This is an optimization exercise on Yosys and OpenROAD, whose aim is small area, a short achievable clock period and few clock cycles per item, not a production implementation. Function was checked by simulation only, so behaviour that the tests miss may differ from the original. Power figures rest on the tool's default switching activity, not on a simulated workload.

==> design.v <==
module muldiv_iter #(
  parameter int unsigned XLEN          = 32,
  parameter int unsigned MUL_ITERATIVE = 0
) (
  input  logic            clk_i,
  input  logic            rst_ni,
  input  logic            valid_i,
  output logic            ready_o,
  input  logic [2:0]      op_i,
  input  logic [XLEN-1:0] a_i,
  input  logic [XLEN-1:0] b_i,
  input  logic            kill_i,
  output logic            valid_o,
  input  logic            ready_i,
  output logic [XLEN-1:0] result_o,
  output logic            busy_o
);
  localparam logic [1:0] S_IDLE = 2'd0;
  localparam logic [1:0] S_PREP = 2'd1;
  localparam logic [1:0] S_ITER = 2'd2;
  localparam logic [1:0] S_FIN  = 2'd3;
  logic [1:0]  st_q, st_d;
  logic        rv_q, rv_d;
  logic [2:0]  op_q;
  logic [34:0] acc_q, acc_d;
  logic [31:0] lo_q, lo_d;
  logic [33:0] bm_q, bm_d;
  logic [4:0]  cnt_q, cnt_d;
  logic [1:0]  cls_q, cls_d;
  logic        bp_q, bp_d;
  logic        aneg_q, bneg_q, negq_q, b0_q;
  logic [31:0] res_q, res_d;
  function automatic logic [5:0] lzc32(input logic [31:0] x);
    logic [5:0] n;
    n = 6'd32;
    for (int i = 0; i < 32; i++) begin
      if (x[i]) n = 6'(31 - i);
    end
    lzc32 = n;
  endfunction
  logic ld;           
  logic take;         
  logic fin_go;
  assign fin_go = (st_q == S_FIN) & ~rv_q;
  assign ld     = (st_q == S_IDLE) | fin_go;
  assign take   = ld & valid_i & ~kill_i;
  logic       sgn_a_in, sgn_b_in, ext_a, ext_b;
  logic [1:0] ca, cb, cmin;
  logic       sel_a;
  function automatic logic [1:0] mclass(input logic [31:0] x, input logic e);
    if (x[31:7] == {25{e}})       mclass = 2'd0;
    else if (x[31:15] == {17{e}}) mclass = 2'd1;
    else if (x[31] == e)          mclass = 2'd2;
    else                          mclass = 2'd3;
  endfunction
  always_comb begin
    sgn_a_in = (op_i != 3'd3) & (op_i != 3'd5) & (op_i != 3'd7);
    sgn_b_in = (op_i == 3'd0) | (op_i == 3'd1) | (op_i == 3'd4) | (op_i == 3'd6);
    ext_a    = sgn_a_in & a_i[31];
    ext_b    = sgn_b_in & b_i[31];
    ca       = mclass(a_i, ext_a);
    cb       = mclass(b_i, ext_b);
    sel_a    = op_i[2] | (ca < cb);
    cmin     = (ca < cb) ? ca : cb;
  end
  logic        sdiv;
  logic        aneg_p, bneg_p;
  logic [5:0]  la, lb;
  logic [6:0]  sh;
  logic        b0_p, qz_p;
  always_comb begin
    sdiv   = ~op_q[0];
    aneg_p = sdiv & lo_q[31];
    bneg_p = sdiv & bm_q[31];
    la     = lzc32(lo_q ^ {32{aneg_p}});
    lb     = lzc32(bm_q[31:0] ^ {32{bneg_p}});
    if (bneg_p && lb == 6'd32) lb = 6'd31;
    b0_p   = (bm_q[31:0] == 32'd0);
    sh     = {1'b0, lb} + {6'd0, aneg_p} - {1'b0, la};
    qz_p   = sh[6];
  end
  logic        xen, inv;
  logic [34:0] ysel, sum;
  logic [2:0]  bt;
  logic        last;
  assign last = (cnt_q == 5'd0);
  always_comb begin
    xen  = 1'b1;
    inv  = 1'b0;
    ysel = '0;
    bt   = {lo_q[1:0], bp_q};
    case (st_q)
      S_PREP: begin
        ysel = {{3{aneg_p}}, lo_q};
        inv  = aneg_p;
      end
      S_ITER: begin
        if (op_q[2]) begin
          ysel = {bm_q[33], bm_q};
          inv  = ~bneg_q;
        end else begin
          if (cls_q == 2'd3 && last) bt = 3'b001;
          case (bt)
            3'b001, 3'b010, 3'b101, 3'b110: ysel = {bm_q[33], bm_q};
            3'b011, 3'b100:                 ysel = {bm_q, 1'b0};
            default:                        ysel = '0;
          endcase
          inv = bt[2];
        end
      end
      S_FIN: begin
        xen = 1'b0;
        if (op_q[2]) begin
          if (op_q[1]) begin ysel = acc_q;           inv = aneg_q; end
          else         begin ysel = {3'b000, lo_q};  inv = negq_q; end
        end else begin
          if (op_q == 3'd0) ysel = {3'b000, lo_q};
          else              ysel = acc_q;
        end
      end
      default: ;
    endcase
    sum = (acc_q & {35{xen}}) + (ysel ^ {35{inv}}) + {34'd0, inv};
  end
  always_comb begin
    res_d = sum[31:0];
    if (!op_q[2]) begin
      if (op_q == 3'd0) begin
        case (cls_q)
          2'd0:    res_d = {acc_q[23:0], lo_q[31:24]};
          2'd1:    res_d = {acc_q[15:0], lo_q[31:16]};
          default: res_d = sum[31:0];
        endcase
      end else begin
        case (cls_q)
          2'd0:    res_d = {{21{acc_q[34]}}, acc_q[34:24]};
          2'd1:    res_d = {{13{acc_q[34]}}, acc_q[34:16]};
          2'd2:    res_d = sum[31:0];
          default: res_d = {acc_q[29:0], lo_q[31:30]};
        endcase
      end
    end
  end
  always_comb begin
    acc_d = acc_q;
    lo_d  = lo_q;
    bm_d  = bm_q;
    cnt_d = cnt_q;
    cls_d = cls_q;
    bp_d  = bp_q;
    st_d  = st_q;
    case (st_q)
      S_PREP: begin
        acc_d = sum;
        lo_d  = {32{b0_p}};
        bm_d  = bm_q << sh[4:0];
        cnt_d = sh[4:0];
        st_d  = (b0_p | qz_p) ? S_FIN : S_ITER;
      end
      S_ITER: begin
        cnt_d = cnt_q - 5'd1;
        if (last) st_d = S_FIN;
        if (op_q[2]) begin
          if (!sum[34]) acc_d = sum;
          lo_d = {lo_q[30:0], ~sum[34]};
          bm_d = {bm_q[33], bm_q[33:1]};
        end else begin
          acc_d = {sum[34], sum[34], sum[34:2]};
          lo_d  = {sum[1:0], lo_q[31:2]};
          bp_d  = lo_q[1];
        end
      end
      default: ;
    endcase
    if (ld) begin
      acc_d = '0;
      lo_d  = sel_a ? a_i : b_i;
      bm_d  = sel_a ? {{2{ext_b}}, b_i} : {{2{ext_a}}, a_i};
      bp_d  = 1'b0;
      cls_d = cmin;
      case (cmin)
        2'd0:    cnt_d = 5'd3;
        2'd1:    cnt_d = 5'd7;
        2'd2:    cnt_d = 5'd15;
        default: cnt_d = 5'd16;
      endcase
      if (st_q == S_FIN) st_d = S_IDLE;
      if (valid_i) st_d = op_i[2] ? S_PREP : S_ITER;
    end
    if (kill_i) st_d = S_IDLE;
  end
  always_comb begin
    rv_d = rv_q;
    if (ready_i) rv_d = 1'b0;
    if (fin_go)  rv_d = 1'b1;
    if (kill_i)  rv_d = 1'b0;
  end
  always_ff @(posedge clk_i) begin
    if (!rst_ni) begin
      st_q <= S_IDLE;
      rv_q <= 1'b0;
    end else begin
      st_q <= st_d;
      rv_q <= rv_d;
    end
  end
  always_ff @(posedge clk_i) begin
    acc_q <= acc_d;
    lo_q  <= lo_d;
    bm_q  <= bm_d;
    cnt_q <= cnt_d;
    cls_q <= cls_d;
    bp_q  <= bp_d;
    if (ld) op_q <= op_i;
    if (st_q == S_PREP) begin
      aneg_q <= aneg_p;
      bneg_q <= bneg_p;
      negq_q <= (aneg_p ^ bneg_p) & ~b0_p;
      b0_q   <= b0_p;
    end
    if (fin_go) res_q <= res_d;
  end
  assign ready_o  = ld;
  assign valid_o  = rv_q;
  assign busy_o   = (st_q != S_IDLE) | rv_q;
  assign result_o = res_q;
endmodule
==> run.sh <==
#!/bin/bash
# synth_recipe.tcl (not shown) runs the flow's synth.tcl, then flattens the netlist and writes it again
# the make line also repeats each setting of config.mk as NAME=value (left out here)
make -C /OpenROAD-flow-scripts/flow DESIGN_CONFIG=/design/flow/config.mk WORK_HOME=/design/flow/orfs CLKGATE_MAP_FILE= SYNTH_SCRIPT=/design/flow/synth_recipe.tcl finish
==> config.mk <==
export PLATFORM = sky130hd
export DESIGN_NAME = muldiv_iter
export DESIGN_NICKNAME = muldiv_iter
export VERILOG_FILES = /design/flow/design.v
export SDC_FILE = /design/flow/constraint.sdc
export NUM_CORES = 4
export LEC_CHECK = 0
export CAP_MARGIN = 20
export CORE_MARGIN = 2
export CORE_UTILIZATION = 40
export SLEW_MARGIN = 20
==> constraint.sdc <==
create_clock -name core_clock -period 13.5 [get_ports {clk_i}]
set_input_delay 2.7000 -clock core_clock [delete_from_list [all_inputs] [get_ports {clk_i}]]
set_output_delay 2.7000 -clock core_clock [all_outputs]
set_load 0.01 [all_outputs]
==> impl_metrics.csv <==
group,metric,value,unit
global_route,grt_max_degree,84,
setup_path,cp_max_fo,43,
logic_synthesis,ys_types,98,
floorplan,core-area,0.0419,mm²
floorplan,die_w,210,µm
place,post-place-cells,2652,
routing,drt_pre_antenna_iters,12,
final_layout,num-fill-cells,4175,
logic_synthesis,synth_flop_cell,"edfxtp_1",
cts,cts_tree,"done",
logic_synthesis,synth-seq-area-share,24.3,%
setup_path,crit_type,"register to register",
power_and_ir_drop,power_leakage,0.00709,µW
final_layout,fin_area,0.0188,mm²
global_route,grt_pass1_vias,16100,
cts,cts_setup_buffers,0,
place,port_buffers,106,
logic_synthesis,synthArstFlopShare,0,%
logic_synthesis,synth_area_leaders,"edfxtp_1 20%, mux2i_1 9.0%, nand2_1 5.8%",
floorplan,rows,75,
sta,hold_ws,0.467,ns
final_layout,layout-drive-gt1-share,6.90,%
place,post-dp-hpwl,49800,µm
floorplan,fp.dieH,210,µm
run,cap_violations,0,
final_layout,antennaDiodeCount,0,
status,status,"finished clean",
cts,cts_root_buf,"clkbuf_16",
power_and_ir_drop,ir_drop,0.000373,V
cts,cts_max_level,4,
sta,hold_violations,0,
sta,grt_setup_unrepaired,"false",
cts,clock_path_buffers,2,
setup_path,worstSetupStartpointType,"register",
final_layout,nets,2264,
sta,finalSetupViolCount,0,
logic_synthesis,synth_edf_count,111,
routing,routed_wl,69200,µm
sta,setup_ws,5.94,ns
sta,max_freq,132,MHz
place,dpl_worst_slack,6.13,ns
setup_path,required,13.71,ns
logic_synthesis,synth_area_leader_cell,"edfxtp_1",
cts,clkTransAtPathRegs,0.08,ns
routing,wl_per_cell,25.8,µm
logic_synthesis,syn-instance-count,2185,
worst_hold_path,min_path_type,"register to register",
sta,final.setup.tns,0,ns
place,placed_cell_area,0.0181,mm²
logic_synthesis,syn-num-nets,2316,
sta,drv_slew,0,
logic_synthesis,yosys_warnings,1,
global_route,overflow,0,
routing,vias,17600,
global_route,grt_pass1_wl,103000,µm
logic_synthesis,ys_ff_latch,150,
global_route,globalRouteTotalUtil,31.3,%
sta,period_minus_slack,7.56,ns
sta,max-slew-margin-rel,19.2,%
routing,drc,0,
routing,ant_nets,0,
cts,numCtsBuffers,17,
cts,cts_hold_buf,0,
routing,drtIter0Drc,2750,
setup_path,critPathCaptureType,"register",
cts,clkLatencyLatePin,0.50,ns
power_and_ir_drop,powerDensity,230,mW/mm²
logic_synthesis,synth_top_area_share,19.7,%
place,gp_congestion,0.980,
floorplan,die_area,0.0439,mm²
cts,clock_sinks,150,
setup_path,crit_arrival,7.77,ns
logic_synthesis,syn_avg_cell_area,7.74,µm²
routing,vias_per_cell,6.56,
global_route,antenna_found_initial,1,
sta,clock_skew,0.0209,ns
logic_synthesis,synth_area,0.0169,mm²
final_layout,area_growth,11.3,%
floorplan,io_pins,107,
final_layout,final_cells,2685,
cts,cts-resized-gates,0,
sta,min_period_over_period,56.0,%
sta,tightest_slew,1.20,ns
floorplan,start_util,40.4,%
registers in the layout, summed over array words and instances (netlist names):
name,flops
st_q,2
rv_q,1
res_q,32
bp_q,1
bneg_q,1
cnt_q,5
lo_q,32
acc_q,35
bm_q,34
negq_q,1
aneg_q,1
cls_q,2
op_q,3
per-stage QoR:
stage / utilization, % / power [µW]
CTS: 44.9 / 4240
floorplan: - / 2870
global route: 44.9 / 4590
detailed placement: 43.3 / 3690
global placement: 43.3 / 3690
finish: 44.9 / 4330
placed cells by master, fill, tap and decap left out, drive strengths merged, types with 10 or more instances in the layout:
cell type,Yosys,layout
a21o,28,28
nor2b,51,51
o21a,38,38
dfxtp,39,39
a31oi,23,23
a211oi,45,45
and3,24,24
xnor2,32,32
clkdlybuf4s50,0,106
nor4,25,25
a32oi,10,10
o211ai,18,18
mux4,20,20
nand2b,22,22
xor2,44,44
a221oi,18,18
buf,35,33
a311oi,13,13
nand2,259,259
nand4,21,21
o22ai,19,19
mux2i,152,152
mux2,15,15
nor2,186,186
edfxtp,111,111
a222oi,32,32
or3,21,21
a21oi,195,195
nand3,43,43
nor3,37,37
clkbuf,175,27
inv,48,50
ha,57,57
o21ai,194,194
synthesized netlist by cell type (23+ instances only):
| library cell | count |
|---|---|
| nand2_1 | 259 |
| a21oi_1 | 188 |
| nor2_1 | 185 |
| o21ai_0 | 183 |
| clkbuf_1 | 174 |
| mux2i_1 | 152 |
| edfxtp_1 | 111 |
| ha_1 | 57 |
| nor2b_1 | 51 |
| inv_1 | 47 |
| a211oi_1 | 44 |
| nand3_1 | 43 |
| xor2_1 | 43 |
| dfxtp_1 | 39 |
| nor3_1 | 37 |
| o21a_1 | 36 |
| a222oi_1 | 32 |
| xnor2_1 | 31 |
| a21o_1 | 28 |
| nor4_1 | 25 |
| and3_1 | 24 |
| a31oi_1 | 23 |
report_power, final:
part	switching, µW	internal (µW)	total (µW)
Sequential	321	601	922
Clock	226	314	540
Combinational	1770	1100	2870
area by class of cell:
type | count | area (µm²) | share of cell area (%)
multi-input combinational | 1774 | 11900 | 63.0
clock inverter | 5 | 38.8 | 0.206
sequential | 150 | 4110 | 21.9
tap | 539 | 674 | 3.59
timing repair buffer | 139 | 1320 | 7.03
inverter | 51 | 193 | 1.02
clock buffer | 27 | 612 | 3.25
metal layers:
layer  track usage [%]  wire [µm]  vias to the layer above
met5                 0          0                        -
met4              11.6       2460                        0
met3              6.16       6320                      163
met2              48.5      30600                      969
met1              43.2      29800                     8449
li1                  -          -                     8020
path summary, 6_finish.rpt:
path / start / to / slack [ns] / depth (start not counted)
setup / recovery: lo_q[31] / bm_q[31] / 5.94 / 24
hold / removal: bp_q / bp_q / 0.47 / 2
setup reg to reg: lo_q[31] / bm_q[31] / 5.94 / 24
hold reg to reg: bp_q / bp_q / 0.47 / 2
kinds of logic after synthesis:
group / synth area share, %
compound gates: 28.1
xor+xnor: 4.03
fa+ha+maj: 4.46
buf+inv: 6.17
flops: 24.3
mux: 12.7
simple gates: 20.2
critical path: stages (launching register included):
cell      delay [ns]
edfxtp_1        0.63
nand2b_1        0.40
clkinv_1        0.76
a211o_1         0.53
a32oi_1         0.18
o21ai_0         0.14
a311oi_1        0.37
o31ai_1         0.13
a211oi_1        0.27
a221oi_1        0.09
o22ai_1         0.20
o211ai_1        0.17
ha_1            0.33
inv_1           0.04
ha_1            0.21
fa_2            0.58
buf_4           0.49
mux2_2          0.39
o21ai_0         0.33
o21ai_0         0.27
nor2_1          0.15
a21oi_1         0.08
a211o_1         0.32
a21oi_1         0.14
a21oi_1         0.05
Testbench counts, summed over its fixed seeds: cycles 73,489, items 8,000.

==> port drivers added, routing unchanged <==
The flow's constraints put no driver on any port. The routed layout listed below was extracted and timed again, unchanged, in two steps.
Step 1 sets driving cells, clkbuf_16 on the clock port and buf_2 on the other inputs (assumed; they add their load-dependent delay and slew).
Step 2 times the ports against the registers' clock, not the clock port: input delays grow and output delays shrink by t, the midpoint of the rising clock arrivals with the driver on.
a / b / c = ideal ports / drivers / drivers and shift; a / b = the first two.
t (ns): 0.542
setup WS [ns]: 5.940 / 5.940 / 5.940
worst hold slack (ns): 0.467 / 0.467 / 0.467
worst slew at a driven data input, ns: 0.08
pins driven straight from the clock port: 1
After both steps this run still meets setup and hold. The setup slack of this run moves by 0.000 ns with the drivers and by 0.000 ns with both steps.
